Context: an optimization exercise on an open-source flow, tuned for small area, a short achievable clock period and few clock cycles per item. The choices shown serve that exercise and are no tape-out recipe.
RTL that was checked went through simulation tests only; none was proved equivalent to the original.
Function not checked in run 2: the RTL went through the layout flow alone.
Power is estimated from default activity; no workload was simulated.

## flow/design.v (module list and top-level ports; edited modules follow where they fit)
// module gc_trigger_policy_unit: 1615 lines
module gc_trigger_policy_unit
#(
  parameter int TOTAL_WIDTH   = gtp_pkg::TOTAL_WIDTH_DEF,
  parameter int COUNTER_WIDTH = gtp_pkg::COUNTER_WIDTH_DEF,
  parameter int PEAK_CAP      = gtp_pkg::PEAK_CAP_DEF
) (
  input  logic                  clk,
  input  logic                  rst_n,
  input  logic                  cfg_we,
  input  logic [gtp_pkg::SPP_W-1:0]      cfg_wdata,
  input  logic                  in_valid,
  output logic                  in_ready,
  input  logic [gtp_pkg::CMD_W-1:0]      in_cmd,
  input  logic [gtp_pkg::TOTAL_IN_W-1:0] in_allocated_total,
  input  logic [gtp_pkg::SLOT_W-1:0]     in_swept_slots,
  input  logic [gtp_pkg::PAGE_W-1:0]     in_empty_pages,
  input  logic [gtp_pkg::SLOT_W-1:0]     in_final_slots,
  input  logic [gtp_pkg::OBJ_W-1:0]      in_old_objects,
  input  logic [gtp_pkg::OBJ_W-1:0]      in_old_limit,
  input  logic [gtp_pkg::OBJ_W-1:0]      in_shady_objects,
  input  logic [gtp_pkg::OBJ_W-1:0]      in_shady_limit,
  input  logic                  in_became_major,
  output logic                  out_valid,
  input  logic                  out_ready,
  output logic [gtp_pkg::ACT_W-1:0]      out_action,
  output logic                  out_enabled,
  output logic [gtp_pkg::CNT_OUT_W-1:0]  out_major_tally,
  output logic [gtp_pkg::CNT_OUT_W-1:0]  out_minor_tally,
  output logic [gtp_pkg::CNT_OUT_W-1:0]  out_sweep_tally,
  output logic [gtp_pkg::CNT_OUT_W-1:0]  out_total_count
);
  // ...
==> flow/flow/run.sh <==
#!/bin/bash
# The standard layout (the standard flow's synthesis, clock and constraints), with two
# changes to how it is built: the port buffers are the small, fast buf_1
# (every port still gets one), and timing repair aims 6.75 ns below the clock
# period instead of at it.
set -euo pipefail
bash standard.sh SETUP_SLACK_MARGIN=6.75 "BUFFER_PORTS_ARGS=-buffer_cell sky130_fd_sc_hd__buf_1" finish > standard.log 2>&1
==> flow/standard.sh <==
#!/bin/bash
# synth_recipe.tcl (not shown) runs the flow's synth.tcl, then flattens the netlist and writes it again
# the make line also repeats each setting of config.mk as NAME=value (left out here)
make -C /OpenROAD-flow-scripts/flow DESIGN_CONFIG=/design/flow/config.mk WORK_HOME=/design/flow/orfs CLKGATE_MAP_FILE= SYNTH_SCRIPT=/design/flow/synth_recipe.tcl "${@:-finish}"
==> flow/config.mk <==
export PLATFORM = sky130hd
export DESIGN_NAME = gc_trigger_policy_unit
export DESIGN_NICKNAME = gc_trigger_policy_unit
export VERILOG_FILES = /design/flow/design.v
export SDC_FILE = /design/flow/constraint.sdc
export NUM_CORES = 4
export LEC_CHECK = 0
export CAP_MARGIN = 20
export CORE_MARGIN = 2
export CORE_UTILIZATION = 40
export CTS_BUF_LIST = sky130_fd_sc_hd__clkbuf_16
export CTS_CLUSTER_DIAMETER = 80
export CTS_CLUSTER_SIZE = 30
export SLEW_MARGIN = 20
==> flow/constraint.sdc <==
create_clock -name core_clock -period 10.0 [get_ports {clk}]
set_input_delay 2.0000 -clock core_clock [delete_from_list [all_inputs] [get_ports {clk}]]
set_output_delay 2.0000 -clock core_clock [all_outputs]
set_load 0.01 [all_outputs]
==> metrics.csv, run 1 <==
metric,value,unit
CP max stage cell,fa_1,
CTS H-Tree Depth,3,
status,finished clean,
number of I/O pins,418,
Die Height,405,um
drt wl/cell,18.8,um
post-synthesis simple-gate area fraction,10.3,%
NetSw,0.00641,W
Fill cells,14900,
critical path startpoint category,register,
gr usage total,20.8,%
Seq. pwr,0.00545,W
Post-Place Cells,8832,
final period utilization,34.3,%
sequential share of the synthesized area,35.5,%
Final Util,47.6,%
clock tree from TritonCTS,built,
buffers outside the clock class,762,
Critical R2R Launch,b_d[4],
drt total wl,175,mm
worst setup margin,6.57,ns
final instance area,0.0761,mm^2
initial antenna violation count,8,
IO Port Bufs,417,
Clk. pwr,0.00375,W
Top Consumer,combinational logic,
clk tree area frac,4.08,%
cells on worst reg2reg path,12,
FF/Latch Area,0.0231,mm^2
Testbench counts, summed over its fixed seeds: cycles 9,648, items 9,600.
==> inputs of run 2 (changes only) <==
--- a/flow/design.v
+++ b/flow/design.v
@@ -55,17 +55,17 @@
   input  logic                  out_ready,
   output logic [gtp_pkg::ACT_W-1:0]      out_action,
   output logic                  out_enabled,
   output logic [gtp_pkg::CNT_OUT_W-1:0]  out_major_tally,
   output logic [gtp_pkg::CNT_OUT_W-1:0]  out_minor_tally,
   output logic [gtp_pkg::CNT_OUT_W-1:0]  out_sweep_tally,
   output logic [gtp_pkg::CNT_OUT_W-1:0]  out_total_count
 );
-  localparam int QD = 7;      
+  localparam int QD = 6;      
   logic       in_ready_r;
   logic [2:0] cnt_r;           
   logic       acc, load, pop;
   logic       out_valid_r;
   logic       q_ne;
   assign acc  = in_valid & in_ready_r;
   assign load = out_ready | ~out_valid_r;    
   assign pop  = load & q_ne;
==> flow/flow/run.sh (replaced) <==
#!/bin/bash
# The standard layout (the standard flow's synthesis, clock and constraints), with two
# changes to how it is built: the port buffers are the small, fast buf_1
# (every port still gets one), and timing repair aims 6.5 ns below the clock
# period instead of at it.
set -euo pipefail
bash standard.sh SETUP_SLACK_MARGIN=6.5 "BUFFER_PORTS_ARGS=-buffer_cell sky130_fd_sc_hd__buf_1" finish > standard.log 2>&1
==> run 2 against run 1 <==
Still clean on timing, DRC and antenna. Register-to-register slack got worse by 0.13 ns. Final cell count decreased by 2.7%. First-iteration DRC count decreased by 4.0%. Design area decreased by 4.3%. Combinational power decreased by about 10%. Non-clock buffer count decreased by 217. Clock power decreased by 1%. Sequential cell count decreased by 4.
==> metrics.csv, run 2 <==
metric,value,unit,change
Post-Place Cells,8826,,-0.068%
Worst Path Max Fanout,5,,
"Avg Cell Area, Syn",9.74,um^2,
DR vias,46300,,
post-synth top area share,28.2,%,
Yosys cell types,80,,
CTS buffer count,78,,
global-route wire length before repair,264,mm,
DR vias/cell,5.11,,
YS warnings,1,,
layout cells sized above 1,8.68,%,
number of placement rows,146,,
"top cells by count, synth","inv_1 (1028), dfxtp_1 (902), fa_1 (583)",,
final instance area,0.0729,mm^2,-4.3%
fmax,281,MHz,
Layout area overhead,13.9,%,
TNS Setup,0,ns,
"commonest non-fill, non-tap cell in the layout",inv_1,,
WS Path Type,reg2reg,,
PwrDens,215,mW/mm^2,
relative slew slack,28.0,%,
final hold slack,0.330,ns,
worst hold path class,reg2reg,,
total congestion overflow,0,,
final hold vios,0,,
RSZ-0062 raised after global routing,yes,,
CP arrival,4.15,ns,
R2R setup slack,6.44,ns,
CTS root buffer,clkbuf_16,,
timing endpoint of the critical path,mean_r[47],,
final period utilization,35.6,%,+1.3 points
crit-path cells,fa_1 -> ha_4 -> nand4_4 -> or2_4 -> or4_4 -> o2111ai_4 -> a221oi_4 -> o211ai_2 -> a31oi_2 -> o31ai_2 -> a2111oi_2 -> a2111oi_1,,
Die Height,404,um,-0.23%
"EDFF count, synth",155,,
# clock sinks,1057,,
Final GP Congestion,0.908,,
number of I/O pins,418,,unchanged
Setup Skew,0.0356,ns,
leakage,31.0,nW,
"Async S/R FF share, synth",0,%,
chip width,404,um,
die area,0.163,mm^2,
largest net degree at the start of global routing,150,,
setup violators final,0,,
sequential share of the synthesized area,35.5,%,about the same
minimum clock period,3.56,ns,
hpwl dp,130,mm,
IO Port Bufs,417,,unchanged
most common cell in the synthesized netlist,inv_1,,
"commonest non-fill, non-tap cells in the layout","inv_1 (1025), dfxtp_1 (806), fa_1 (575)",,
max_cap viols,0,,
Yosys top cell by area,dfxtp_1,,
Non-Filler Instances,9063,,
clock latency (worst-skew pair),0.72,ns,
Placed Area,0.0675,mm^2,
RR Endpoint,mean_r[47],,
fin. max-slew vios,0,,
initial antenna violation count,4,,-4
"delay-heaviest family, CP",compound AO/OA/AOI/OAI gates,,
CP Launch Point,mean_r[18],,
Bufs on Longest Clock Path,3,,
initial cell density of the core,40.3,%,
gr usage total,20.5,%,-0.34 points
drt initial violations,3094,,
drt wl/cell,18.7,um,-0.83%
status,finished clean,,
syn nets,7846,,
worst endpoint required time,10.59,ns,
"Largest stage delay, worst path",0.52,ns,
"FF+latch count, synth",1057,,
"worst slack, placed",5.58,ns,
Routed Antenna Nets,0,,
Synth area leaders,"dfxtp_1 (28%), fa_1 (18%), ha_1 (8.1%), edfxtp_1 (7.3%), inv_1 (6.0%)",,
cells on worst reg2reg path,12,,unchanged
Netlist Area Pre-Place,0.0640,mm^2,
Core Region,0.159,mm^2,
maximum VDD drop,0.169,mV,
Bufs and invs on worst path,0,,
final net count,8211,,
CTS H-Tree Depth,3,,unchanged
clock tree from TritonCTS,built,,
CP Depth,12,,
drt total wl,169,mm,-3.5%
top_reg_cell synth,dfxtp_1,,
DRT Pass-1 Iters,5,,
Worst-path clk slew,0.09,ns,
worst setup margin,6.44,ns,-0.129 ns
critical path startpoint category,register,,
crit path capture type,register,,
Syn Inst Count,6564,,
DRC,0,,
Critical R2R Launch,mean_r[18],,
CTS Hold Bufs,0,,
slew of the pin with the lowest slew margin,1.07,ns,
CP max stage cell,fa_1,,
number of global-route vias before repair,47200,,
[run 2: cell types whose count changed in the layout (fill, tap and decap cells not counted), moves of 12 or more]
cell | previous run | this run
buf_1 | 295 | 411
nand2b_1 | 52 | 28
dfxtp_1 | 765 | 806
nor4_1 | 48 | 60
buf_4 | 304 | 116
a21o_1 | 140 | 163
buf_6 | 72 | 10
dfxtp_4 | 54 | 12
o21ai_0 | 125 | 155
clkbuf_2 | 75 | 5
and3_1 | 30 | 42
[run 2: worst min-delay path by stage]
stage	start	to	slack, ns	cells after the start
2_1_floorplan	i_became	b_became	0.31	0
3_3_place_gp	w1_wd[1]	w2_wd[1]	0.31	0
3_5_place_dp	b_o	c_o	0.31	0
4_1_cts	b_o	c_o	0.33	0
5_1_grt	c_full	d_full	0.34	0
6_report	c_full	d_full	0.33	0
[run 2: layout make-up]
cell class                      instances  area (um^2)
Multi-Input combinational cell       4216        37900
Fill cell                           15000        85700
Antenna cell                            1         2.50
Clock inverter                         61         1050
Timing Repair Buffer                  545         2580
Inverter                             1031         3880
Clock buffer                           80         2000
Tap cell                             2072         2590
Sequential cell                      1057        22900
[run 2: cell families after synthesis]
logic type      share of synthesized area (%)
flops                                    35.5
mux                                     0.477
simple gates                             10.5
compound gates                           12.7
buf+inv                                  7.60
xor+xnor                                 6.64
fa+ha+maj                                26.6
[run 2: through the flow]
stage / utilization (%) / total power (W)
final: 45.9 / 0.0156
after global routing: 45.9 / 0.0168
after CTS: 45.3 / 0.0155
after detailed placement: 42.6 / 0.0113
after global placement: 42.6 / 0.0112
after floorplan: - / 0.00967
[run 2: worst register-to-register path, delay by kind of cell, from the launching register on]
kind            cells  cell delay, ns
compound gates      7            1.37
fa+ha+maj           2            0.83
flops               1            0.37
simple gates        3            0.89
[run 2: per-layer routing]
layer	share of wire, %	track usage (%)
met3	5.5	3.22
met5	0.016	0
met2	46	33.3
met1	45	27.9
met4	3.4	6.89
[run 2: timing repair]
| item | in CTS | in global routing |
|---|---|---|
| pin swaps | 65 | 94 |
| setup endpoints to repair | 188 | 124 |
| endpoints found under the hold margin | 0 | 0 |
| setup buffers | 50 | 43 |
| resized for setup | 220 | 185 |
| gates cloned | 1 | 1 |
[run 2: power by group]
group	internal (W)	total, W	switching (W)
Combinational	0.00276	0.00643	0.00367
Sequential	0.00496	0.00550	0.000541
Clock	0.00181	0.00371	0.00190

[port drivers added, routing unchanged]
How much do the figures lean on ideal ports? The routed layouts below were timed once more, with nothing changed but the port constraints. Step 1 assumes that a clkbuf_16 drives the clock port and a buf_2 every other input. Step 2 also shifts input and output timing later by t, the mid clock arrival at the registers, as if the neighbouring blocks saw the same clock. a / b / c = ideal ports / drivers / drivers and shift; a / b = the first two.
| run | t (ns) | setup slack, ns | worst hold slack (ns) |
|---|---|---|---|
| run 1 | 0.801 | 6.568 / 6.544 / 6.158 | 0.306 / 0.306 / 0.306 |
| run 2 | 0.784 | 6.439 / 6.428 / 5.912 | 0.330 / 0.330 / 0.330 |
After both steps every run listed still meets setup and hold. The setup slack of run 2, which loses most, moves by -0.011 ns with the drivers and by -0.527 ns with both steps.
